Context: an optimization exercise on an open-source flow, tuned for small area. The choices shown serve that exercise and are no tape-out recipe.
Function not checked in this run: the RTL went through the layout flow alone.

===== flow/run.sh =====
#!/bin/bash
# Own flow: the standard layout (standard.sh and its synthesis script),
# with these changes to how the layout is made:
#  - ABC maps for area only (map -a, four rounds) without its buffering and upsizing;
#  - Yosys's quick ABC pass before adder extraction is skipped for the
#    arithmetic module mac_engine only (it has no registers; the top module,
#    which holds every register, is synthesized exactly as before);
#    flip-flops are mapped before the final ABC runs, so the registers are unchanged;
#  - every port gets a buf_1 as its port buffer;
#  - the clock tree uses clkbuf_8 on clusters of up to 16 sinks, with no dummy loads.
set -euo pipefail
here=$(pwd)
cp -r "$FLOW_HOME/scripts" "$here/scripts_abc"
printf 'strash\ndch -f\nmap -a\nstrash\ndch -f\nmap -a\nstrash\ndch -f\nmap -a\nstrash\ndch -f\nmap -a\ntopo\ndnsize -c\n' > "$here/scripts_abc/abc_area.script"
python3 - "$here/scripts_abc/synth.tcl" <<'PY'
import sys
p = sys.argv[1]
s = open(p).read()
old = "  synth -top $::env(DESIGN_NAME) -run fine: {*}$synth_full_args\n"
new = ("  synth -top $::env(DESIGN_NAME) -run fine:check -noabc {*}$synth_full_args\n"
       "  abc -fast $::env(DESIGN_NAME)\n"
       "  opt -fast\n"
       "  synth -top $::env(DESIGN_NAME) -run check: {*}$synth_full_args\n")
assert s.count(old) == 1
open(p, "w").write(s.replace(old, new))
PY
CTS="-sink_clustering_enable -repair_clock_nets -dont_use_dummy_load"
CTS="$CTS -buf_list sky130_fd_sc_hd__clkbuf_8"
CTS="$CTS -sink_clustering_size 16 -sink_clustering_max_diameter 80"
bash standard.sh \
  "SCRIPTS_DIR=$here/scripts_abc" \
  "BUFFER_PORTS_ARGS=-buffer_cell sky130_fd_sc_hd__buf_1" \
  "CTS_ARGS=$CTS" \
  finish > "$here/flow_make.log" 2>&1
test -f out/final.def

===== config.mk =====
export PLATFORM = sky130hd
export DESIGN_NAME = cim_node
export DESIGN_NICKNAME = cim_node
export VERILOG_FILES = /design/flow/design.v
export SDC_FILE = /design/flow/constraint.sdc
export NUM_CORES = 4
export LEC_CHECK = 0
export ABC_AREA = 1
export CAP_MARGIN = 0
export CORE_MARGIN = 2
export CORE_UTILIZATION = 40
export PLACE_DENSITY = 0.6
export SLEW_MARGIN = 0
export SYNTH_HIERARCHICAL = 1

===== design.v =====
`timescale 1ns/1ps
`default_nettype none
module mac_engine (
    input  wire [15:0] x,
    input  wire [15:0] k,
    input  wire [15:0] acc,
    output wire [15:0] y
);
    wire one1;
    wire two2;
    wire neg3;
    wire one4;
    wire two5;
    wire neg6;
    wire one7;
    wire two8;
    wire neg9;
    wire one10;
    wire two11;
    wire neg12;
    wire one13;
    wire two14;
    wire neg15;
    wire one16;
    wire two17;
    wire neg18;
    wire one19;
    wire two20;
    wire neg21;
    wire one22;
    wire two23;
    wire neg24;
    wire pp25;
    wire pp26;
    wire pp27;
    wire pp28;
    wire pp29;
    wire pp30;
    wire pp31;
    wire pp32;
    wire pp33;
    wire pp34;
    wire pp35;
    wire pp36;
    wire pp37;
    wire pp38;
    wire pp39;
    wire pp40;
    wire pp41;
    wire pp42;
    wire pp43;
    wire pp44;
    wire pp45;
    wire pp46;
    wire pp47;
    wire pp48;
    wire pp49;
    wire pp50;
    wire pp51;
    wire pp52;
    wire pp53;
    wire pp54;
    wire pp55;
    wire pp56;
    wire pp57;
    wire pp58;
    wire pp59;
    wire pp60;
    wire pp61;
    wire pp62;
    wire pp63;
    wire pp64;
    wire pp65;
    wire pp66;
    wire pp67;
    wire pp68;
    wire pp69;
    wire pp70;
    wire pp71;
    wire pp72;
    wire pp73;
    wire pp74;
    wire pp75;
    wire pp76;
    wire pp77;
    wire pp78;
    wire pp79;
    wire pp80;
    wire pp81;
    wire pp82;
    wire pp83;
    wire pp84;
    wire pp85;
    wire pp86;
    wire pp87;
    wire pp88;
    wire pp89;
    wire pp90;
    wire pp91;
    wire pp92;
    wire pp93;
    wire pp94;
    wire pp95;
    wire pp96;
    wire pp97;
    wire pp98;
    wire pp99;
    wire pp100;
    wire pp101;
    wire pp102;
    wire pp103;
    wire pp104;
    wire pp105;
    wire pp106;
    wire pp107;
    wire pp108;
    wire pp109;
    wire pp110;
    wire pp111;
    wire pp112;
    wire pp113;
    wire pp114;
    wire pp115;
    wire pp116;
    wire pp117;
    wire pp118;
    wire pp119;
    wire pp120;
    wire pp121;
    wire pp122;
    wire pp123;
    wire pp124;
    wire pp125;
    wire pp126;
    wire pp127;
    wire pp128;
    wire pp129;
    wire pp130;
    wire pp131;
    wire pp132;
    wire pp133;
    wire pp134;
    wire pp135;
    wire pp136;
    wire pp137;
    wire pp138;
    wire pp139;
    wire pp140;
    wire pp141;
    wire pp142;
    wire pp143;
    wire pp144;
    wire pp145;
    wire pp146;
    wire pp147;
    wire pp148;
    wire pp149;
    wire pp150;
    wire pp151;
    wire s152;
    wire c153;
    wire s154;
    wire c155;
    wire s156;
    wire c157;
    wire s158;
    wire c159;
    wire s160;
    wire c161;
    wire s162;
    wire c163;
    wire s164;
    wire c165;
    wire s166;
    wire c167;
    wire s168;
    wire c169;
    wire s170;
    wire c171;
    wire s172;
    wire c173;
    wire s174;
    wire c175;
    wire s176;
    wire c177;
    wire s178;
    wire c179;
    wire s180;
    wire c181;
    wire s182;
    wire c183;
    wire s184;
    wire c185;
    wire s186;
    wire c187;
    wire s188;
    wire c189;
    wire s190;
    wire c191;
    wire s192;
    wire c193;
    wire s194;
    wire c195;
    wire s196;
    wire c197;
    wire s198;
    wire c199;
    wire s200;
    wire c201;
    wire s202;
    wire c203;
    wire s204;
    wire c205;
    wire s206;
    wire c207;
    wire s208;
    wire c209;
    wire s210;
    wire c211;
    wire s212;
    wire c213;
    wire s214;
    wire c215;
    wire s216;
    wire c217;
    wire s218;
    wire c219;
    wire s220;
    wire c221;
    wire s222;
    wire c223;
    wire s224;
    wire c225;
    wire s226;
    wire c227;
    wire s228;
    wire c229;
    wire s230;
    wire c231;
    wire s232;
    wire c233;
    wire s234;
    wire c235;
    wire s236;
    wire c237;
    wire s238;
    wire c239;
    wire s240;
    wire c241;
    wire s242;
    wire c243;
    wire s244;
    wire c245;
    wire s246;
    wire c247;
    wire s248;
    wire c249;
    wire s250;
    wire c251;
    wire s252;
    wire c253;
    wire s254;
    wire c255;
    wire s256;
    wire c257;
    wire s258;
    wire c259;
    wire s260;
    wire c261;
    wire s262;
    wire c263;
    wire s264;
    wire c265;
    wire s266;
    wire c267;
    wire s268;
    wire c269;
    wire s270;
    wire c271;
    wire s272;
    wire c273;
    wire s274;
    wire c275;
    wire s276;
    wire c277;
    wire s278;
    wire c279;
    wire s280;
    wire c281;
    wire s282;
    wire c283;
    wire s284;
    wire c285;
    wire s286;
    wire c287;
    wire s288;
    wire c289;
    wire s290;
    wire c291;
    wire s292;
    wire c293;
    wire s294;
    wire c295;
    wire s296;
    wire c297;
    wire s298;
    wire c299;
    wire s300;
    wire c301;
    wire s302;
    wire c303;
    wire s304;
    wire c305;
    wire s306;
    wire c307;
    wire s308;
    wire c309;
    wire s310;
    wire c311;
    wire s312;
    wire c313;
    wire s314;
    wire c315;
    wire s316;
    wire c317;
    wire s318;
    wire c319;
    wire s320;
    wire c321;
    wire s322;
    wire c323;
    wire s324;
    wire c325;
    wire s326;
    wire c327;
    wire s328;
    wire c329;
    wire s330;
    wire c331;
    wire s332;
    wire c333;
    wire s334;
    wire c335;
    wire s336;
    wire c337;
    wire s338;
    wire c339;
    wire s340;
    wire c341;
    wire s342;
    wire c343;
    wire s344;
    wire c345;
    wire s346;
    wire c347;
    wire s348;
    wire c349;
    wire s350;
    wire c351;
    wire s352;
    wire c353;
    wire s354;
    wire c355;
    wire s356;
    wire c357;
    wire s358;
    wire c359;
    wire s360;
    wire c361;
    wire s362;
    wire c363;
    wire s364;
    wire c365;
    wire s366;
    wire c367;
    wire s368;
    wire c369;
    wire s370;
    wire c371;
    wire s372;
    wire c373;
    wire s374;
    wire c375;
    wire s376;
    wire c377;
    wire s378;
    wire c379;
    wire s380;
    wire c381;
    wire s382;
    wire c383;
    wire s384;
    wire c385;
    wire s386;
    wire c387;
    wire [25:0] ra, rb;
    assign one1 = k[0] ^ 1'b0;
    assign two2 = (k[1] & ~k[0] & ~1'b0) | (~k[1] & k[0] & 1'b0);
    assign neg3 = k[1];
    assign one4 = k[2] ^ k[1];
    assign two5 = (k[3] & ~k[2] & ~k[1]) | (~k[3] & k[2] & k[1]);
    assign neg6 = k[3];
    assign one7 = k[4] ^ k[3];
    assign two8 = (k[5] & ~k[4] & ~k[3]) | (~k[5] & k[4] & k[3]);
    assign neg9 = k[5];
    assign one10 = k[6] ^ k[5];
    assign two11 = (k[7] & ~k[6] & ~k[5]) | (~k[7] & k[6] & k[5]);
    assign neg12 = k[7];
    assign one13 = k[8] ^ k[7];
    assign two14 = (k[9] & ~k[8] & ~k[7]) | (~k[9] & k[8] & k[7]);
    assign neg15 = k[9];
    assign one16 = k[10] ^ k[9];
    assign two17 = (k[11] & ~k[10] & ~k[9]) | (~k[11] & k[10] & k[9]);
    assign neg18 = k[11];
    assign one19 = k[12] ^ k[11];
    assign two20 = (k[13] & ~k[12] & ~k[11]) | (~k[13] & k[12] & k[11]);
    assign neg21 = k[13];
    assign one22 = k[14] ^ k[13];
    assign two23 = (k[15] & ~k[14] & ~k[13]) | (~k[15] & k[14] & k[13]);
    assign neg24 = k[15];
    assign pp25 = ((one1 & x[0]) | (two2 & 1'b0)) ^ neg3;
    assign pp26 = ((one1 & x[1]) | (two2 & x[0])) ^ neg3;
    assign pp27 = ((one1 & x[2]) | (two2 & x[1])) ^ neg3;
    assign pp28 = ((one1 & x[3]) | (two2 & x[2])) ^ neg3;
    assign pp29 = ((one1 & x[4]) | (two2 & x[3])) ^ neg3;
    assign pp30 = ((one1 & x[5]) | (two2 & x[4])) ^ neg3;
    assign pp31 = ((one1 & x[6]) | (two2 & x[5])) ^ neg3;
    assign pp32 = ((one1 & x[7]) | (two2 & x[6])) ^ neg3;
    assign pp33 = ((one1 & x[8]) | (two2 & x[7])) ^ neg3;
    assign pp34 = ((one1 & x[9]) | (two2 & x[8])) ^ neg3;
    assign pp35 = ((one1 & x[10]) | (two2 & x[9])) ^ neg3;
    assign pp36 = ((one1 & x[11]) | (two2 & x[10])) ^ neg3;
    assign pp37 = ((one1 & x[12]) | (two2 & x[11])) ^ neg3;
    assign pp38 = ((one1 & x[13]) | (two2 & x[12])) ^ neg3;
    assign pp39 = ((one1 & x[14]) | (two2 & x[13])) ^ neg3;
    assign pp40 = ((one1 & x[15]) | (two2 & x[14])) ^ neg3;
    assign pp41 = ~(((one1 & x[15]) | (two2 & x[15])) ^ neg3);
    assign pp42 = ((one4 & x[0]) | (two5 & 1'b0)) ^ neg6;
    assign pp43 = ((one4 & x[1]) | (two5 & x[0])) ^ neg6;
    assign pp44 = ((one4 & x[2]) | (two5 & x[1])) ^ neg6;
    assign pp45 = ((one4 & x[3]) | (two5 & x[2])) ^ neg6;
    assign pp46 = ((one4 & x[4]) | (two5 & x[3])) ^ neg6;
    assign pp47 = ((one4 & x[5]) | (two5 & x[4])) ^ neg6;
    assign pp48 = ((one4 & x[6]) | (two5 & x[5])) ^ neg6;
    assign pp49 = ((one4 & x[7]) | (two5 & x[6])) ^ neg6;
    assign pp50 = ((one4 & x[8]) | (two5 & x[7])) ^ neg6;
    assign pp51 = ((one4 & x[9]) | (two5 & x[8])) ^ neg6;
    assign pp52 = ((one4 & x[10]) | (two5 & x[9])) ^ neg6;
    assign pp53 = ((one4 & x[11]) | (two5 & x[10])) ^ neg6;
    assign pp54 = ((one4 & x[12]) | (two5 & x[11])) ^ neg6;
    assign pp55 = ((one4 & x[13]) | (two5 & x[12])) ^ neg6;
    assign pp56 = ((one4 & x[14]) | (two5 & x[13])) ^ neg6;
    assign pp57 = ((one4 & x[15]) | (two5 & x[14])) ^ neg6;
    assign pp58 = ~(((one4 & x[15]) | (two5 & x[15])) ^ neg6);
    assign pp59 = ((one7 & x[0]) | (two8 & 1'b0)) ^ neg9;
    assign pp60 = ((one7 & x[1]) | (two8 & x[0])) ^ neg9;
    assign pp61 = ((one7 & x[2]) | (two8 & x[1])) ^ neg9;
    assign pp62 = ((one7 & x[3]) | (two8 & x[2])) ^ neg9;
    assign pp63 = ((one7 & x[4]) | (two8 & x[3])) ^ neg9;
    assign pp64 = ((one7 & x[5]) | (two8 & x[4])) ^ neg9;
    assign pp65 = ((one7 & x[6]) | (two8 & x[5])) ^ neg9;
    assign pp66 = ((one7 & x[7]) | (two8 & x[6])) ^ neg9;
    assign pp67 = ((one7 & x[8]) | (two8 & x[7])) ^ neg9;
    assign pp68 = ((one7 & x[9]) | (two8 & x[8])) ^ neg9;
    assign pp69 = ((one7 & x[10]) | (two8 & x[9])) ^ neg9;
    assign pp70 = ((one7 & x[11]) | (two8 & x[10])) ^ neg9;
    assign pp71 = ((one7 & x[12]) | (two8 & x[11])) ^ neg9;
    assign pp72 = ((one7 & x[13]) | (two8 & x[12])) ^ neg9;
    assign pp73 = ((one7 & x[14]) | (two8 & x[13])) ^ neg9;
    assign pp74 = ((one7 & x[15]) | (two8 & x[14])) ^ neg9;
    assign pp75 = ~(((one7 & x[15]) | (two8 & x[15])) ^ neg9);
    assign pp76 = ((one10 & x[0]) | (two11 & 1'b0)) ^ neg12;
    assign pp77 = ((one10 & x[1]) | (two11 & x[0])) ^ neg12;
    assign pp78 = ((one10 & x[2]) | (two11 & x[1])) ^ neg12;
    assign pp79 = ((one10 & x[3]) | (two11 & x[2])) ^ neg12;
    assign pp80 = ((one10 & x[4]) | (two11 & x[3])) ^ neg12;
    assign pp81 = ((one10 & x[5]) | (two11 & x[4])) ^ neg12;
    assign pp82 = ((one10 & x[6]) | (two11 & x[5])) ^ neg12;
    assign pp83 = ((one10 & x[7]) | (two11 & x[6])) ^ neg12;
    assign pp84 = ((one10 & x[8]) | (two11 & x[7])) ^ neg12;
    assign pp85 = ((one10 & x[9]) | (two11 & x[8])) ^ neg12;
    assign pp86 = ((one10 & x[10]) | (two11 & x[9])) ^ neg12;
    assign pp87 = ((one10 & x[11]) | (two11 & x[10])) ^ neg12;
    assign pp88 = ((one10 & x[12]) | (two11 & x[11])) ^ neg12;
    assign pp89 = ((one10 & x[13]) | (two11 & x[12])) ^ neg12;
    assign pp90 = ((one10 & x[14]) | (two11 & x[13])) ^ neg12;
    assign pp91 = ((one10 & x[15]) | (two11 & x[14])) ^ neg12;
    assign pp92 = ~(((one10 & x[15]) | (two11 & x[15])) ^ neg12);
    assign pp93 = ((one13 & x[0]) | (two14 & 1'b0)) ^ neg15;
    assign pp94 = ((one13 & x[1]) | (two14 & x[0])) ^ neg15;
    assign pp95 = ((one13 & x[2]) | (two14 & x[1])) ^ neg15;
    assign pp96 = ((one13 & x[3]) | (two14 & x[2])) ^ neg15;
    assign pp97 = ((one13 & x[4]) | (two14 & x[3])) ^ neg15;
    assign pp98 = ((one13 & x[5]) | (two14 & x[4])) ^ neg15;
    assign pp99 = ((one13 & x[6]) | (two14 & x[5])) ^ neg15;
    assign pp100 = ((one13 & x[7]) | (two14 & x[6])) ^ neg15;
    assign pp101 = ((one13 & x[8]) | (two14 & x[7])) ^ neg15;
    assign pp102 = ((one13 & x[9]) | (two14 & x[8])) ^ neg15;
    assign pp103 = ((one13 & x[10]) | (two14 & x[9])) ^ neg15;
    assign pp104 = ((one13 & x[11]) | (two14 & x[10])) ^ neg15;
    assign pp105 = ((one13 & x[12]) | (two14 & x[11])) ^ neg15;
    assign pp106 = ((one13 & x[13]) | (two14 & x[12])) ^ neg15;
    assign pp107 = ((one13 & x[14]) | (two14 & x[13])) ^ neg15;
    assign pp108 = ((one13 & x[15]) | (two14 & x[14])) ^ neg15;
    assign pp109 = ~(((one13 & x[15]) | (two14 & x[15])) ^ neg15);
    assign pp110 = ((one16 & x[0]) | (two17 & 1'b0)) ^ neg18;
    assign pp111 = ((one16 & x[1]) | (two17 & x[0])) ^ neg18;
    assign pp112 = ((one16 & x[2]) | (two17 & x[1])) ^ neg18;
    assign pp113 = ((one16 & x[3]) | (two17 & x[2])) ^ neg18;
    assign pp114 = ((one16 & x[4]) | (two17 & x[3])) ^ neg18;
    assign pp115 = ((one16 & x[5]) | (two17 & x[4])) ^ neg18;
    assign pp116 = ((one16 & x[6]) | (two17 & x[5])) ^ neg18;
    assign pp117 = ((one16 & x[7]) | (two17 & x[6])) ^ neg18;
    assign pp118 = ((one16 & x[8]) | (two17 & x[7])) ^ neg18;
    assign pp119 = ((one16 & x[9]) | (two17 & x[8])) ^ neg18;
    assign pp120 = ((one16 & x[10]) | (two17 & x[9])) ^ neg18;
    assign pp121 = ((one16 & x[11]) | (two17 & x[10])) ^ neg18;
    assign pp122 = ((one16 & x[12]) | (two17 & x[11])) ^ neg18;
    assign pp123 = ((one16 & x[13]) | (two17 & x[12])) ^ neg18;
    assign pp124 = ((one16 & x[14]) | (two17 & x[13])) ^ neg18;
    assign pp125 = ((one16 & x[15]) | (two17 & x[14])) ^ neg18;
    assign pp126 = ((one19 & x[0]) | (two20 & 1'b0)) ^ neg21;
    assign pp127 = ((one19 & x[1]) | (two20 & x[0])) ^ neg21;
    assign pp128 = ((one19 & x[2]) | (two20 & x[1])) ^ neg21;
    assign pp129 = ((one19 & x[3]) | (two20 & x[2])) ^ neg21;
    assign pp130 = ((one19 & x[4]) | (two20 & x[3])) ^ neg21;
    assign pp131 = ((one19 & x[5]) | (two20 & x[4])) ^ neg21;
    assign pp132 = ((one19 & x[6]) | (two20 & x[5])) ^ neg21;
    assign pp133 = ((one19 & x[7]) | (two20 & x[6])) ^ neg21;
    assign pp134 = ((one19 & x[8]) | (two20 & x[7])) ^ neg21;
    assign pp135 = ((one19 & x[9]) | (two20 & x[8])) ^ neg21;
    assign pp136 = ((one19 & x[10]) | (two20 & x[9])) ^ neg21;
    assign pp137 = ((one19 & x[11]) | (two20 & x[10])) ^ neg21;
    assign pp138 = ((one19 & x[12]) | (two20 & x[11])) ^ neg21;
    assign pp139 = ((one19 & x[13]) | (two20 & x[12])) ^ neg21;
    assign pp140 = ((one22 & x[0]) | (two23 & 1'b0)) ^ neg24;
    assign pp141 = ((one22 & x[1]) | (two23 & x[0])) ^ neg24;
    assign pp142 = ((one22 & x[2]) | (two23 & x[1])) ^ neg24;
    assign pp143 = ((one22 & x[3]) | (two23 & x[2])) ^ neg24;
    assign pp144 = ((one22 & x[4]) | (two23 & x[3])) ^ neg24;
    assign pp145 = ((one22 & x[5]) | (two23 & x[4])) ^ neg24;
    assign pp146 = ((one22 & x[6]) | (two23 & x[5])) ^ neg24;
    assign pp147 = ((one22 & x[7]) | (two23 & x[6])) ^ neg24;
    assign pp148 = ((one22 & x[8]) | (two23 & x[7])) ^ neg24;
    assign pp149 = ((one22 & x[9]) | (two23 & x[8])) ^ neg24;
    assign pp150 = ((one22 & x[10]) | (two23 & x[9])) ^ neg24;
    assign pp151 = ((one22 & x[11]) | (two23 & x[10])) ^ neg24;
    assign s152 = pp39 ^ pp54;
    assign c153 = pp39 & pp54;
    assign s154 = pp40 ^ pp55;
    assign c155 = pp40 & pp55;
    assign s156 = pp41 ^ pp56 ^ pp71;
    assign c157 = (pp41 & pp56) | (pp71 & (pp41 ^ pp56));
    assign s158 = pp57 ^ pp72;
    assign c159 = pp57 & pp72;
    assign s160 = pp35 ^ pp50 ^ pp65;
    assign c161 = (pp35 & pp50) | (pp65 & (pp35 ^ pp50));
    assign s162 = pp36 ^ pp51 ^ pp66;
    assign c163 = (pp36 & pp51) | (pp66 & (pp36 ^ pp51));
    assign s164 = pp37 ^ pp52 ^ pp67;
    assign c165 = (pp37 & pp52) | (pp67 & (pp37 ^ pp52));
    assign s166 = pp82 ^ pp97 ^ pp112;
    assign c167 = (pp82 & pp97) | (pp112 & (pp82 ^ pp97));
    assign s168 = pp38 ^ pp53 ^ pp68;
    assign c169 = (pp38 & pp53) | (pp68 & (pp38 ^ pp53));
    assign s170 = pp83 ^ pp98 ^ pp113;
    assign c171 = (pp83 & pp98) | (pp113 & (pp83 ^ pp98));
    assign s172 = s152 ^ pp69 ^ pp84;
    assign c173 = (s152 & pp69) | (pp84 & (s152 ^ pp69));
    assign s174 = pp99 ^ pp114 ^ pp128;
    assign c175 = (pp99 & pp114) | (pp128 & (pp99 ^ pp114));
    assign s176 = pp140 ^ neg24;
    assign c177 = pp140 & neg24;
    assign s178 = s154 ^ pp70 ^ pp85;
    assign c179 = (s154 & pp70) | (pp85 & (s154 ^ pp70));
    assign s180 = pp100 ^ pp115 ^ pp129;
    assign c181 = (pp100 & pp115) | (pp129 & (pp100 ^ pp115));
    assign s182 = pp141 ^ acc[5] ^ c153;
    assign c183 = (pp141 & acc[5]) | (c153 & (pp141 ^ acc[5]));
    assign s184 = s156 ^ pp86 ^ pp101;
    assign c185 = (s156 & pp86) | (pp101 & (s156 ^ pp86));
    assign s186 = pp116 ^ pp130 ^ pp142;
    assign c187 = (pp116 & pp130) | (pp142 & (pp116 ^ pp130));
    assign s188 = 1'b1 ^ acc[6] ^ c155;
    assign c189 = (1'b1 & acc[6]) | (c155 & (1'b1 ^ acc[6]));
    assign s190 = s158 ^ pp87 ^ pp102;
    assign c191 = (s158 & pp87) | (pp102 & (s158 ^ pp87));
    assign s192 = pp117 ^ pp131 ^ pp143;
    assign c193 = (pp117 & pp131) | (pp143 & (pp117 ^ pp131));
    assign s194 = 1'b1 ^ acc[7] ^ c157;
    assign c195 = (1'b1 & acc[7]) | (c157 & (1'b1 ^ acc[7]));
    assign s196 = pp58 ^ pp73 ^ pp88;
    assign c197 = (pp58 & pp73) | (pp88 & (pp58 ^ pp73));
    assign s198 = pp103 ^ pp118 ^ pp132;
    assign c199 = (pp103 & pp118) | (pp132 & (pp103 ^ pp118));
    assign s200 = pp144 ^ acc[8] ^ c159;
    assign c201 = (pp144 & acc[8]) | (c159 & (pp144 ^ acc[8]));
    assign s202 = pp74 ^ pp89 ^ pp104;
    assign c203 = (pp74 & pp89) | (pp104 & (pp74 ^ pp89));
    assign s204 = pp119 ^ pp133 ^ pp145;
    assign c205 = (pp119 & pp133) | (pp145 & (pp119 ^ pp133));
    assign s206 = 1'b1 ^ acc[9];
    assign c207 = 1'b1 & acc[9];
    assign s208 = pp75 ^ pp90 ^ pp105;
    assign c209 = (pp75 & pp90) | (pp105 & (pp75 ^ pp90));
    assign s210 = pp120 ^ pp134 ^ pp146;
    assign c211 = (pp120 & pp134) | (pp146 & (pp120 ^ pp134));
    assign s212 = pp91 ^ pp106 ^ pp121;
    assign c213 = (pp91 & pp106) | (pp121 & (pp91 ^ pp106));
    assign s214 = pp135 ^ pp147;
    assign c215 = pp135 & pp147;
    assign s216 = pp92 ^ pp107 ^ pp122;
    assign c217 = (pp92 & pp107) | (pp122 & (pp92 ^ pp107));
    assign s218 = pp108 ^ pp123;
    assign c219 = pp108 & pp123;
    assign s220 = pp31 ^ pp46;
    assign c221 = pp31 & pp46;
    assign s222 = pp32 ^ pp47;
    assign c223 = pp32 & pp47;
    assign s224 = pp33 ^ pp48 ^ pp63;
    assign c225 = (pp33 & pp48) | (pp63 & (pp33 ^ pp48));
    assign s226 = pp78 ^ pp93;
    assign c227 = pp78 & pp93;
    assign s228 = pp34 ^ pp49 ^ pp64;
    assign c229 = (pp34 & pp49) | (pp64 & (pp34 ^ pp49));
    assign s230 = pp79 ^ pp94;
    assign c231 = pp79 & pp94;
    assign s232 = s160 ^ pp80 ^ pp95;
    assign c233 = (s160 & pp80) | (pp95 & (s160 ^ pp80));
    assign s234 = pp110 ^ neg18 ^ acc[0];
    assign c235 = (pp110 & neg18) | (acc[0] & (pp110 ^ neg18));
    assign s236 = s162 ^ pp81 ^ pp96;
    assign c237 = (s162 & pp81) | (pp96 & (s162 ^ pp81));
    assign s238 = pp111 ^ acc[1] ^ c161;
    assign c239 = (pp111 & acc[1]) | (c161 & (pp111 ^ acc[1]));
    assign s240 = s164 ^ s166 ^ pp126;
    assign c241 = (s164 & s166) | (pp126 & (s164 ^ s166));
    assign s242 = neg21 ^ acc[2] ^ c163;
    assign c243 = (neg21 & acc[2]) | (c163 & (neg21 ^ acc[2]));
    assign s244 = s168 ^ s170 ^ pp127;
    assign c245 = (s168 & s170) | (pp127 & (s168 ^ s170));
    assign s246 = acc[3] ^ c165 ^ c167;
    assign c247 = (acc[3] & c165) | (c167 & (acc[3] ^ c165));
    assign s248 = s172 ^ s174 ^ s176;
    assign c249 = (s172 & s174) | (s176 & (s172 ^ s174));
    assign s250 = acc[4] ^ c169 ^ c171;
    assign c251 = (acc[4] & c169) | (c171 & (acc[4] ^ c169));
    assign s252 = s178 ^ s180 ^ s182;
    assign c253 = (s178 & s180) | (s182 & (s178 ^ s180));
    assign s254 = c173 ^ c175 ^ c177;
    assign c255 = (c173 & c175) | (c177 & (c173 ^ c175));
    assign s256 = s184 ^ s186 ^ s188;
    assign c257 = (s184 & s186) | (s188 & (s184 ^ s186));
    assign s258 = c179 ^ c181 ^ c183;
    assign c259 = (c179 & c181) | (c183 & (c179 ^ c181));
    assign s260 = s190 ^ s192 ^ s194;
    assign c261 = (s190 & s192) | (s194 & (s190 ^ s192));
    assign s262 = c185 ^ c187 ^ c189;
    assign c263 = (c185 & c187) | (c189 & (c185 ^ c187));
    assign s264 = s196 ^ s198 ^ s200;
    assign c265 = (s196 & s198) | (s200 & (s196 ^ s198));
    assign s266 = c191 ^ c193 ^ c195;
    assign c267 = (c191 & c193) | (c195 & (c191 ^ c193));
    assign s268 = s202 ^ s204 ^ s206;
    assign c269 = (s202 & s204) | (s206 & (s202 ^ s204));
    assign s270 = c197 ^ c199 ^ c201;
    assign c271 = (c197 & c199) | (c201 & (c197 ^ c199));
    assign s272 = s208 ^ s210 ^ acc[10];
    assign c273 = (s208 & s210) | (acc[10] & (s208 ^ s210));
    assign s274 = c203 ^ c205 ^ c207;
    assign c275 = (c203 & c205) | (c207 & (c203 ^ c205));
    assign s276 = s212 ^ s214 ^ 1'b1;
    assign c277 = (s212 & s214) | (1'b1 & (s212 ^ s214));
    assign s278 = acc[11] ^ c209 ^ c211;
    assign c279 = (acc[11] & c209) | (c211 & (acc[11] ^ c209));
    assign s280 = s216 ^ pp136 ^ pp148;
    assign c281 = (s216 & pp136) | (pp148 & (s216 ^ pp136));
    assign s282 = acc[12] ^ c213 ^ c215;
    assign c283 = (acc[12] & c213) | (c215 & (acc[12] ^ c213));
    assign s284 = s218 ^ pp137 ^ pp149;
    assign c285 = (s218 & pp137) | (pp149 & (s218 ^ pp137));
    assign s286 = 1'b1 ^ acc[13] ^ c217;
    assign c287 = (1'b1 & acc[13]) | (c217 & (1'b1 ^ acc[13]));
    assign s288 = pp109 ^ pp124 ^ pp138;
    assign c289 = (pp109 & pp124) | (pp138 & (pp109 ^ pp124));
    assign s290 = pp150 ^ acc[14] ^ c219;
    assign c291 = (pp150 & acc[14]) | (c219 & (pp150 ^ acc[14]));
    assign s292 = pp125 ^ pp139 ^ pp151;
    assign c293 = (pp125 & pp139) | (pp151 & (pp125 ^ pp139));
    assign s294 = 1'b1 ^ acc[15];
    assign c295 = 1'b1 & acc[15];
    assign s296 = pp29 ^ pp44;
    assign c297 = pp29 & pp44;
    assign s298 = pp30 ^ pp45;
    assign c299 = pp30 & pp45;
    assign s300 = s220 ^ pp61 ^ pp76;
    assign c301 = (s220 & pp61) | (pp76 & (s220 ^ pp61));
    assign s302 = s222 ^ pp62 ^ pp77;
    assign c303 = (s222 & pp62) | (pp77 & (s222 ^ pp62));
    assign s304 = s224 ^ s226 ^ neg15;
    assign c305 = (s224 & s226) | (neg15 & (s224 ^ s226));
    assign s306 = s228 ^ s230 ^ c225;
    assign c307 = (s228 & s230) | (c225 & (s228 ^ s230));
    assign s308 = s232 ^ s234 ^ c229;
    assign c309 = (s232 & s234) | (c229 & (s232 ^ s234));
    assign s310 = s236 ^ s238 ^ c233;
    assign c311 = (s236 & s238) | (c233 & (s236 ^ s238));
    assign s312 = s240 ^ s242 ^ c237;
    assign c313 = (s240 & s242) | (c237 & (s240 ^ s242));
    assign s314 = s244 ^ s246 ^ c241;
    assign c315 = (s244 & s246) | (c241 & (s244 ^ s246));
    assign s316 = s248 ^ s250 ^ c245;
    assign c317 = (s248 & s250) | (c245 & (s248 ^ s250));
    assign s318 = s252 ^ s254 ^ c249;
    assign c319 = (s252 & s254) | (c249 & (s252 ^ s254));
    assign s320 = s256 ^ s258 ^ c253;
    assign c321 = (s256 & s258) | (c253 & (s256 ^ s258));
    assign s322 = s260 ^ s262 ^ c257;
    assign c323 = (s260 & s262) | (c257 & (s260 ^ s262));
    assign s324 = s264 ^ s266 ^ c261;
    assign c325 = (s264 & s266) | (c261 & (s264 ^ s266));
    assign s326 = s268 ^ s270 ^ c265;
    assign c327 = (s268 & s270) | (c265 & (s268 ^ s270));
    assign s328 = s272 ^ s274 ^ c269;
    assign c329 = (s272 & s274) | (c269 & (s272 ^ s274));
    assign s330 = s276 ^ s278 ^ c273;
    assign c331 = (s276 & s278) | (c273 & (s276 ^ s278));
    assign s332 = s280 ^ s282 ^ c277;
    assign c333 = (s280 & s282) | (c277 & (s280 ^ s282));
    assign s334 = s284 ^ s286 ^ c281;
    assign c335 = (s284 & s286) | (c281 & (s284 ^ s286));
    assign s336 = s288 ^ s290 ^ c285;
    assign c337 = (s288 & s290) | (c285 & (s288 ^ s290));
    assign s338 = s292 ^ s294 ^ c289;
    assign c339 = (s292 & s294) | (c289 & (s292 ^ s294));
    assign s340 = pp27 ^ pp42;
    assign c341 = pp27 & pp42;
    assign s342 = pp28 ^ pp43;
    assign c343 = pp28 & pp43;
    assign s344 = s296 ^ pp59 ^ neg9;
    assign c345 = (s296 & pp59) | (neg9 & (s296 ^ pp59));
    assign s346 = s298 ^ pp60 ^ c297;
    assign c347 = (s298 & pp60) | (c297 & (s298 ^ pp60));
    assign s348 = s300 ^ neg12 ^ c299;
    assign c349 = (s300 & neg12) | (c299 & (s300 ^ neg12));
    assign s350 = s302 ^ c221 ^ c301;
    assign c351 = (s302 & c221) | (c301 & (s302 ^ c221));
    assign s352 = s304 ^ c223 ^ c303;
    assign c353 = (s304 & c223) | (c303 & (s304 ^ c223));
    assign s354 = s306 ^ c227 ^ c305;
    assign c355 = (s306 & c227) | (c305 & (s306 ^ c227));
    assign s356 = s308 ^ c231 ^ c307;
    assign c357 = (s308 & c231) | (c307 & (s308 ^ c231));
    assign s358 = s310 ^ c235 ^ c309;
    assign c359 = (s310 & c235) | (c309 & (s310 ^ c235));
    assign s360 = s312 ^ c239 ^ c311;
    assign c361 = (s312 & c239) | (c311 & (s312 ^ c239));
    assign s362 = s314 ^ c243 ^ c313;
    assign c363 = (s314 & c243) | (c313 & (s314 ^ c243));
    assign s364 = s316 ^ c247 ^ c315;
    assign c365 = (s316 & c247) | (c315 & (s316 ^ c247));
    assign s366 = s318 ^ c251 ^ c317;
    assign c367 = (s318 & c251) | (c317 & (s318 ^ c251));
    assign s368 = s320 ^ c255 ^ c319;
    assign c369 = (s320 & c255) | (c319 & (s320 ^ c255));
    assign s370 = s322 ^ c259 ^ c321;
    assign c371 = (s322 & c259) | (c321 & (s322 ^ c259));
    assign s372 = s324 ^ c263 ^ c323;
    assign c373 = (s324 & c263) | (c323 & (s324 ^ c263));
    assign s374 = s326 ^ c267 ^ c325;
    assign c375 = (s326 & c267) | (c325 & (s326 ^ c267));
    assign s376 = s328 ^ c271 ^ c327;
    assign c377 = (s328 & c271) | (c327 & (s328 ^ c271));
    assign s378 = s330 ^ c275 ^ c329;
    assign c379 = (s330 & c275) | (c329 & (s330 ^ c275));
    assign s380 = s332 ^ c279 ^ c331;
    assign c381 = (s332 & c279) | (c331 & (s332 ^ c279));
    assign s382 = s334 ^ c283 ^ c333;
    assign c383 = (s334 & c283) | (c333 & (s334 ^ c283));
    assign s384 = s336 ^ c287 ^ c335;
    assign c385 = (s336 & c287) | (c335 & (s336 ^ c287));
    assign s386 = s338 ^ c291 ^ c337;
    assign c387 = (s338 & c291) | (c337 & (s338 ^ c291));
    assign ra = {s386, s384, s382, s380, s378, s376, s374, s372, s370, s368, s366, s364, s362, s360, s358, s356, s354, s352, s350, s348, s346, s344, s342, s340, pp26, pp25};
    assign rb = {c385, c383, c381, c379, c377, c375, c373, c371, c369, c367, c365, c363, c361, c359, c357, c355, c353, c351, c349, c347, c345, c343, c341, neg6, 1'b0, neg3};
    wire g388;
    wire p389;
    wire g390;
    wire p391;
    wire g392;
    wire p393;
    wire g394;
    wire p395;
    wire g396;
    wire p397;
    wire g398;
    wire p399;
    wire g400;
    wire p401;
    wire g402;
    wire p403;
    wire g404;
    wire p405;
    wire g406;
    wire p407;
    wire G408;
    wire P409;
    wire G410;
    wire P411;
    wire G412;
    wire P413;
    wire G414;
    wire P415;
    wire G416;
    wire P417;
    wire G418;
    wire P419;
    wire G420;
    wire P421;
    wire G422;
    wire P423;
    wire G424;
    wire P425;
    wire g426;
    wire p427;
    wire g428;
    wire p429;
    wire g430;
    wire p431;
    wire g432;
    wire p433;
    wire g434;
    wire p435;
    wire g436;
    wire p437;
    wire g438;
    wire p439;
    wire g440;
    wire p441;
    wire g442;
    wire p443;
    wire g444;
    wire p445;
    wire g446;
    wire p447;
    wire g448;
    wire p449;
    wire g450;
    wire p451;
    wire g452;
    wire p453;
    wire g454;
    wire p455;
    wire g456;
    wire p457;
    wire G458;
    wire P459;
    wire G460;
    wire P461;
    wire G462;
    wire P463;
    wire G464;
    wire P465;
    wire G466;
    wire P467;
    wire G468;
    wire P469;
    wire G470;
    wire P471;
    wire G472;
    wire P473;
    wire G474;
    wire P475;
    wire G476;
    wire P477;
    wire G478;
    wire P479;
    wire G480;
    wire P481;
    wire G482;
    wire P483;
    wire G484;
    wire P485;
    wire G486;
    wire P487;
    wire G488;
    wire P489;
    wire G490;
    wire P491;
    wire G492;
    wire P493;
    wire G494;
    wire P495;
    wire G496;
    wire P497;
    wire G498;
    wire P499;
    wire G500;
    wire P501;
    wire G502;
    wire P503;
    wire G504;
    wire P505;
    wire G506;
    wire P507;
    wire G508;
    wire P509;
    wire G510;
    wire P511;
    assign g388 = ra[0] & rb[0];
    assign p389 = ra[0] | rb[0];
    assign g390 = ra[1] & rb[1];
    assign p391 = ra[1] | rb[1];
    assign g392 = ra[2] & rb[2];
    assign p393 = ra[2] | rb[2];
    assign g394 = ra[3] & rb[3];
    assign p395 = ra[3] | rb[3];
    assign g396 = ra[4] & rb[4];
    assign p397 = ra[4] | rb[4];
    assign g398 = ra[5] & rb[5];
    assign p399 = ra[5] | rb[5];
    assign g400 = ra[6] & rb[6];
    assign p401 = ra[6] | rb[6];
    assign g402 = ra[7] & rb[7];
    assign p403 = ra[7] | rb[7];
    assign g404 = ra[8] & rb[8];
    assign p405 = ra[8] | rb[8];
    assign g406 = ra[9] & rb[9];
    assign p407 = ra[9] | rb[9];
    assign G408 = g390 | (p391 & g388);
    assign P409 = p391 & p389;
    assign G410 = g396 | (p397 & g394);
    assign P411 = p397 & p395;
    assign G412 = G410 | (P411 & g392);
    assign P413 = P411 & p393;
    assign G414 = G412 | (P413 & G408);
    assign P415 = P413 & P409;
    assign G416 = g400 | (p401 & g398);
    assign P417 = p401 & p399;
    assign G418 = g406 | (p407 & g404);
    assign P419 = p407 & p405;
    assign G420 = G418 | (P419 & g402);
    assign P421 = P419 & p403;
    assign G422 = G420 | (P421 & G416);
    assign P423 = P421 & P417;
    assign G424 = G422 | (P423 & G414);
    assign P425 = P423 & P415;
    assign g426 = ra[10] & rb[10];
    assign p427 = ra[10] ^ rb[10];
    assign g428 = ra[11] & rb[11];
    assign p429 = ra[11] ^ rb[11];
    assign g430 = ra[12] & rb[12];
    assign p431 = ra[12] ^ rb[12];
    assign g432 = ra[13] & rb[13];
    assign p433 = ra[13] ^ rb[13];
    assign g434 = ra[14] & rb[14];
    assign p435 = ra[14] ^ rb[14];
    assign g436 = ra[15] & rb[15];
    assign p437 = ra[15] ^ rb[15];
    assign g438 = ra[16] & rb[16];
    assign p439 = ra[16] ^ rb[16];
    assign g440 = ra[17] & rb[17];
    assign p441 = ra[17] ^ rb[17];
    assign g442 = ra[18] & rb[18];
    assign p443 = ra[18] ^ rb[18];
    assign g444 = ra[19] & rb[19];
    assign p445 = ra[19] ^ rb[19];
    assign g446 = ra[20] & rb[20];
    assign p447 = ra[20] ^ rb[20];
    assign g448 = ra[21] & rb[21];
    assign p449 = ra[21] ^ rb[21];
    assign g450 = ra[22] & rb[22];
    assign p451 = ra[22] ^ rb[22];
    assign g452 = ra[23] & rb[23];
    assign p453 = ra[23] ^ rb[23];
    assign g454 = ra[24] & rb[24];
    assign p455 = ra[24] ^ rb[24];
    assign g456 = ra[25] & rb[25];
    assign p457 = ra[25] ^ rb[25];
    assign G458 = g426 | (p427 & G424);
    assign P459 = p427 & 1'b0;
    assign G460 = g430 | (p431 & g428);
    assign P461 = p431 & p429;
    assign G462 = g434 | (p435 & g432);
    assign P463 = p435 & p433;
    assign G464 = g438 | (p439 & g436);
    assign P465 = p439 & p437;
    assign G466 = g442 | (p443 & g440);
    assign P467 = p443 & p441;
    assign G468 = g446 | (p447 & g444);
    assign P469 = p447 & p445;
    assign G470 = g450 | (p451 & g448);
    assign P471 = p451 & p449;
    assign G472 = g454 | (p455 & g452);
    assign P473 = p455 & p453;
    assign G474 = G460 | (P461 & G458);
    assign P475 = P461 & P459;
    assign G476 = G464 | (P465 & G462);
    assign P477 = P465 & P463;
    assign G478 = G468 | (P469 & G466);
    assign P479 = P469 & P467;
    assign G480 = G472 | (P473 & G470);
    assign P481 = P473 & P471;
    assign G482 = G476 | (P477 & G474);
    assign P483 = P477 & P475;
    assign G484 = G480 | (P481 & G478);
    assign P485 = P481 & P479;
    assign G486 = G484 | (P485 & G482);
    assign P487 = P485 & P483;
    assign G488 = G478 | (P479 & G482);
    assign P489 = P479 & P483;
    assign G490 = G462 | (P463 & G474);
    assign P491 = P463 & P475;
    assign G492 = G466 | (P467 & G482);
    assign P493 = P467 & P483;
    assign G494 = G470 | (P471 & G488);
    assign P495 = P471 & P489;
    assign G496 = g428 | (p429 & G458);
    assign P497 = p429 & P459;
    assign G498 = g432 | (p433 & G474);
    assign P499 = p433 & P475;
    assign G500 = g436 | (p437 & G490);
    assign P501 = p437 & P491;
    assign G502 = g440 | (p441 & G482);
    assign P503 = p441 & P483;
    assign G504 = g444 | (p445 & G492);
    assign P505 = p445 & P493;
    assign G506 = g448 | (p449 & G488);
    assign P507 = p449 & P489;
    assign G508 = g452 | (p453 & G494);
    assign P509 = p453 & P495;
    assign G510 = g456 | (p457 & G486);
    assign P511 = p457 & P487;
    assign y = {(p457 ^ G486), (p455 ^ G508), (p453 ^ G494), (p451 ^ G506), (p449 ^ G488), (p447 ^ G504), (p445 ^ G492), (p443 ^ G502), (p441 ^ G482), (p439 ^ G500), (p437 ^ G490), (p435 ^ G498), (p433 ^ G474), (p431 ^ G496), (p429 ^ G458), (p427 ^ G424)};
endmodule
`default_nettype wire
`timescale 1ns/1ps
`default_nettype none
module cim_node #(
    parameter logic [1:0] NODE_ID = 2'd0
) (
    input  logic clk,
    input  logic rst_n,
    input  logic [3:0] bus_op,
    input  logic [47:0] bus_data,
    input  logic [1:0] bus_target_or_sender,
    output logic [3:0] bus_out_op,
    output logic [47:0] bus_out_data,
    output logic [1:0] bus_out_target_or_sender,
    output logic bus_drive,
    output logic is_ready
);
    logic to_me;
    logic op_load_start;
    logic op_load;
    logic op_send;
    logic op_par_start;
    logic op_par;
    assign to_me = (bus_target_or_sender == NODE_ID);
    assign op_load_start = (bus_op == 4'd1);
    assign op_load = (bus_op == 4'd2);
    assign op_send = (bus_op == 4'd3) & to_me;
    assign op_par_start = (bus_op == 4'd5);
    assign op_par = (bus_op == 4'd6) & to_me;
    assign bus_out_target_or_sender = NODE_ID;
    logic [5:0] par_ptr;
    logic [2:0] par_lane;
    logic [15:0] lane_data;
    logic [15:0] kern [8];
    logic [15:0] bias;
    assign lane_data = (bus_data[15:0] & {16{par_lane[0]}})
                     | (bus_data[31:16] & {16{par_lane[1]}})
                     | (bus_data[47:32] & {16{par_lane[2]}});
    always_ff @(posedge clk) begin
        if (op_par_start) begin
            par_ptr <= bus_data[5:0];
            par_lane <= 3'b001;
        end else if (op_par) begin
            par_ptr <= par_ptr + 6'd1;
            par_lane <= {par_lane[1:0], par_lane[2]};
        end
    end
    always_ff @(posedge clk) begin
        for (int j = 0; j < 8; j++) begin
            if (op_par && par_ptr == 6'(j)) kern[j] <= lane_data;
        end
        if (op_par && par_ptr == 6'd8) bias <= lane_data;
    end
    logic [4:0] wcnt;
    logic [7:0] ksel;
    logic [15:0] k_cur;
    logic [15:0] acc;
    logic [15:0] acc_base;
    logic [15:0] acc_next;
    logic [15:0] x_in;
    always_ff @(posedge clk) begin
        if (op_load_start) begin
            wcnt <= '0;
        end else if (op_load) begin
            wcnt <= wcnt + 5'd1;
        end
    end
    always_comb begin
        for (int j = 0; j < 8; j++) ksel[j] = (wcnt[2:0] == 3'(j));
        k_cur = '0;
        for (int j = 0; j < 8; j++) k_cur = k_cur | (kern[j] & {16{ksel[j]}});
    end
    assign acc_base = (op_load & ksel[0]) ? bias : acc;
    assign x_in = bus_data[15:0] & {16{op_load}};
    mac_engine u_mac (
        .x(x_in),
        .k(k_cur),
        .acc(acc_base),
        .y(acc_next)
    );
    always_ff @(posedge clk) begin
        acc <= acc_next;
    end
    logic [1:0] phase;
    logic [15:0] ring [4];
    logic ins_pend;
    logic ins;
    logic ready;
    assign ins = ins_pend & (phase == wcnt[4:3]);
    always_ff @(posedge clk) begin
        ring[0] <= ring[1];
        ring[1] <= ring[2];
        ring[2] <= ring[3];
        ring[3] <= ins ? acc : ring[0];
    end
    always_ff @(posedge clk) begin
        if (!rst_n) begin
            phase <= 2'd0;
            ins_pend <= 1'b0;
            ready <= 1'b0;
        end else begin
            phase <= phase + 2'd1;
            if (op_load && wcnt[2:0] == 3'd7) begin
                ins_pend <= 1'b1;
            end else if (ins) begin
                ins_pend <= 1'b0;
            end
            if (op_load_start) begin
                ready <= 1'b0;
            end else if (ins && wcnt[4:3] == 2'd0) begin
                ready <= 1'b1;
            end
        end
    end
    assign is_ready = ready;
    logic send_pend;
    logic [1:0] send_phase;
    logic lane1_on;
    logic lane0_on;
    logic send_fire;
    assign send_fire = send_pend & (phase == send_phase);
    always_ff @(posedge clk) begin
        if (op_send) begin
            send_phase <= bus_data[1:0] + bus_data[17:16] + 2'd1;
            lane1_on <= bus_data[17];
            lane0_on <= bus_data[17] & bus_data[16];
        end
    end
    always_ff @(posedge clk) begin
        if (!rst_n) begin
            send_pend <= 1'b0;
            bus_drive <= 1'b0;
        end else begin
            bus_drive <= send_fire;
            if (op_send) begin
                send_pend <= 1'b1;
            end else if (send_fire) begin
                send_pend <= 1'b0;
            end
        end
    end
    assign bus_out_op = {1'b0, bus_drive, 2'b00};
    assign bus_out_data = {ring[2], ring[1] & {16{lane1_on}}, ring[0] & {16{lane0_on}}};
endmodule
`default_nettype wire

===== standard.sh =====
#!/bin/bash
# synth_recipe.tcl (not shown) runs the flow's synth.tcl, then flattens the netlist and writes it again
# the make line also repeats each setting of config.mk as NAME=value (left out here)
make -C /OpenROAD-flow-scripts/flow DESIGN_CONFIG=/design/flow/config.mk WORK_HOME=/design/flow/orfs CLKGATE_MAP_FILE= SYNTH_SCRIPT=/design/flow/synth_recipe.tcl "${@:-finish}"

===== constraint.sdc =====
create_clock -name core_clock -period 10.0 [get_ports {clk}]
set_input_delay 2.0000 -clock core_clock [delete_from_list [all_inputs] [get_ports {clk}]]
set_output_delay 2.0000 -clock core_clock [all_outputs]
set_load 0.01 [all_outputs]

==> run notes <==
-- cell usage in the layout, fill, tap and decap left out, types with 2 or more instances in the layout --
cell type  Yosys  layout
o21ai_0       46      44
clkinv_1     143     143
xnor2_1       12      12
nor2_1       108     107
a32oi_1       12      12
mux2_2        16      16
o22ai_1      115     115
a211oi_1       2       2
dfxtp_1       94      94
a31oi_1        3       3
edfxtp_1     154     154
nand2_1      102     102
o21ai_1        0       2
nand3_1       15      15
a22oi_1       66      66
clkbuf_8       0      20
buf_4          6      42
a21oi_1       31      31
conb_1         1       5
buf_1          0     106
xor2_1       113     113
nand4_1       17      17
o221ai_1       2       2
ha_1          46      46
o21bai_1       2       2
nor3_2         0       2
fa_1         103     103
nor3_1         9       7
-- state kept, by name, summed over array words and instances (netlist names) --
register and count:
par_ptr 6, wcnt 5, kern 128, lane1_on 1
send_pend 1, bus_drive 1, phase 2, ring 64
ready 1, acc 16, bias 16, send_phase 2
lane0_on 1, ins_pend 1, par_lane 3
-- final cells by class --
type,instances,area [um2]
flip-flops and latches,248,6506
well taps,455,569.3
fillers,3234,18890
clock buffers,20,275.3
repair buffers,148,713.2
inverters,143,536.8
multi-input cells,833,6793
-- metal layers --
metal,track usage [%],vias to the layer above,part of all wire [%]
met1,28.62,4871,43
met2,35.53,314,47
met4,5.456,2,2.2
met5,0,-,0.033
li1,-,4664,-
met3,5.442,51,7.4
-- kinds of logic after synthesis --
logic type / count (synthesis) / synth area share, %
other cells: 1 / 0.02707
buf+inv: 149 / 4.200
fa+ha+maj: 149 / 19.04
simple gates: 253 / 7.415
flops: 248 / 46.97
mux: 16 / 1.301
xor+xnor: 125 / 7.903
compound gates: 285 / 13.15
-- Yosys stat by module (local to each module, per instance) --
| module | flip-flops and latches | cells | cell area, um2 |
|---|---|---|---|
| cim_node | 248 | 669 | 8800 |
| mac_engine | 0 | 557 | 5054 |
-- worst register-to-register path: cells and delay by family (launching register included) --
kind                     cells  cell delay, ns
flip-flops                   1            0.43
XOR/XNOR                     1            0.21
AO/OA/AOI/OAI                8            1.59
buffers and inverters        5            1.21
AND/OR/NAND/NOR              7            1.33
adder cells (fa/ha/maj)      7            3.26
-- stage by stage --
step | instances | utilization, % | setup slack (ns)
after floorplan | 1230 | - | 1.738
after global placement | 1827 | 44.09 | 1.419
after detailed placement | 1827 | 44.09 | 1.170
after CTS | 1847 | 44.89 | 1.803
after global routing | 1847 | 44.89 | 1.138
final | 1847 | 44.89 | 1.782
-- how the worst max path moves through the flow --
stage	start	endpoint	slack [ns]
2_1_floorplan	bus_op[2]	acc[14]	1.74
3_3_place_gp	bus_op[2]	acc[13]	1.42
3_5_place_dp	bus_op[2]	acc[13]	1.17
4_1_cts	bus_op[2]	acc[13]	1.80
5_1_grt	bus_op[2]	acc[13]	1.14
6_report	bus_op[2]	acc[13]	1.78
==> run_results.csv <==
group,metric,value,unit
timing,fin_crit,8.218,ns
yosys,synth_area_leaders,"edfxtp_1 33%, fa_1 15%, dfxtp_1 14%",
setup_path,path_delay_family,"adder cells",
floorplan,die_w,190.1,um
yosys,synth.largest_area_cell,"edfxtp_1",
timing,skew,0.07241,ns
cells_and_area,post-route-cell-area,15390,um2
cts,clock_path_buffers,3,
cells_and_area,diodes,0,
placement,port_buffers,106,
setup_path,crit_path_max_fanout,20,
timing,final-max-slew-violation-count,0,
timing,tightest_slew,1.144,ns
yosys,synth_cell_type_count,32,
setup_path,endpoint_kind,"flip-flop",
route,drc,0,
route,vias_per_cell,5.361,
cts,cts.sink_count,248,
floorplan,die_h,190.1,um
cells_and_area,area_delta_synth_final,11.12,%
timing,finalCritPeriodShare,82.18,%
yosys,synth-main-ff-cell,"edfxtp_1",
setup_path,r2r-start,"wcnt[2]",
setup_path,cp.arrival,8.67,ns
yosys,yosys_warnings,9,
timing,holdWs,0.3308,ns
placement,routabilityCongestion,0.9381,
global_routing,antenna_found_initial,1,
route,postRouteAntennaNets,0,
route,num_vias,9902,
placement,dp.final_hpwl,28920,um
cts,cts_setup_buffers,0,
global_routing,grt_pass1_wl,58280,um
yosys,synth_area,13850,um2
cts,numCtsBuffers,20,
floorplan,die_area,36140,um2
yosys,yosysMostFrequentCell,"edfxtp_1",
yosys,syn-mean-instance-area,11.30,um2
route,drt_wl_total,38820,um
global_routing,first_global_vias,9727,
placement,placed_cell_area,15120,um2
global_routing,grtUsageTotal,21.60,%
route,wire_per_inst,21.02,um
yosys,synth_top_area_share,33.38,%
cts,root_buffer,"clkbuf_8",
hold_path,min_delay_worst_endpoint,"ring[2][7]",
status,status,"finished clean",
timing,final-hold-violation-count,0,
floorplan,io_pins,112,
setup_path,crit_path_max_incr_delay,0.53,ns
setup_path,required,10.45,ns
hold_path,hp-start,"ring[3][7]",
yosys,synthCells,1226,
global_routing,grt_max_degree,34,
cts,htreeDepth,1,
timing,relSlewSlack,23.65,%
setup_path,regToRegSetupSlack,1.91,ns
yosys,ys_top_cells_by_count,"154 x edfxtp_1, 143 x clkinv_1, 115 x o22ai_1, 113 x xor2_1, 108 x nor2_1",
cts,cts.clk_slew.worst_paths,0.10,ns
cts,cts_tree,"yes",
route,drtIter0Drc,811,
timing,finalSetupViolCount,0,
setup_path,crit_cells,26,
cts,cts_resized,0,
route,dr.pass1.iters,5,
cts,holdBufCountCts,0,
setup_path,worstSetupPathType,"in2reg",
setup_path,worst_path_most_repeated_cell,"fa_1",
setup_path,ff2ff_path_depth,28,
yosys,synth_edf_count,154,
cells_and_area,nets,1599,
timing,fin_tns_setup,0,ns
yosys,synth_seq_cells,248,
floorplan,start_util,40.40,%
setup_path,startpoint_type,"input port",
hold_path,holdPathStages,0,
job,cap_violations,0,
setup_path,r2r-end,"acc[13]",
yosys,ys_async_sr_fraction,0,%
setup_path,slowest_stage,"fa_1",
hold_path,hp-class,"reg2reg",
yosys,ys_seq_area_share,46.97,%
global_routing,overflow,0,
timing,fmax,0.1217,GHz
cells_and_area,drive_above_1_share,5.891,%
cts,clkLatencyLatePin,0.56,ns
timing,rsz0062_at_grt,"false",
floorplan,rows,68,
floorplan,fp.coreArea,34290,um2
setup_path,cp_num_buf_inv,6,

## what the ideal ports hide
The flow's constraints put no driver on any port. The routed layout listed below was extracted and timed again, unchanged, in two steps. Step 1 (the two cells are an assumption about what drives the block):
set clk [get_ports {clk}]
set_driving_cell -lib_cell sky130_fd_sc_hd__clkbuf_16 $clk
set_driving_cell -lib_cell sky130_fd_sc_hd__buf_2 [delete_from_list [all_inputs] $clk]
Step 2 adds t to the input delays and takes it off the output delays; t is the mean of the earliest and latest rising clock arrival at the registers after step 1. Input paths then give back, and output paths get back, about the clock's delay inside the block. Three values: ideal, step 1, step 2; two values: the first two.
shift t [ns]: 0.576
slack for setup (ns): 1.782 / 1.810 / 1.234
slew at the worst register clock pin (ns): 0.10 / 0.10
After both steps setup and hold are still met in this run. For this run, drivers alone change the setup slack by +0.028 ns; drivers and shift together by -0.548 ns.
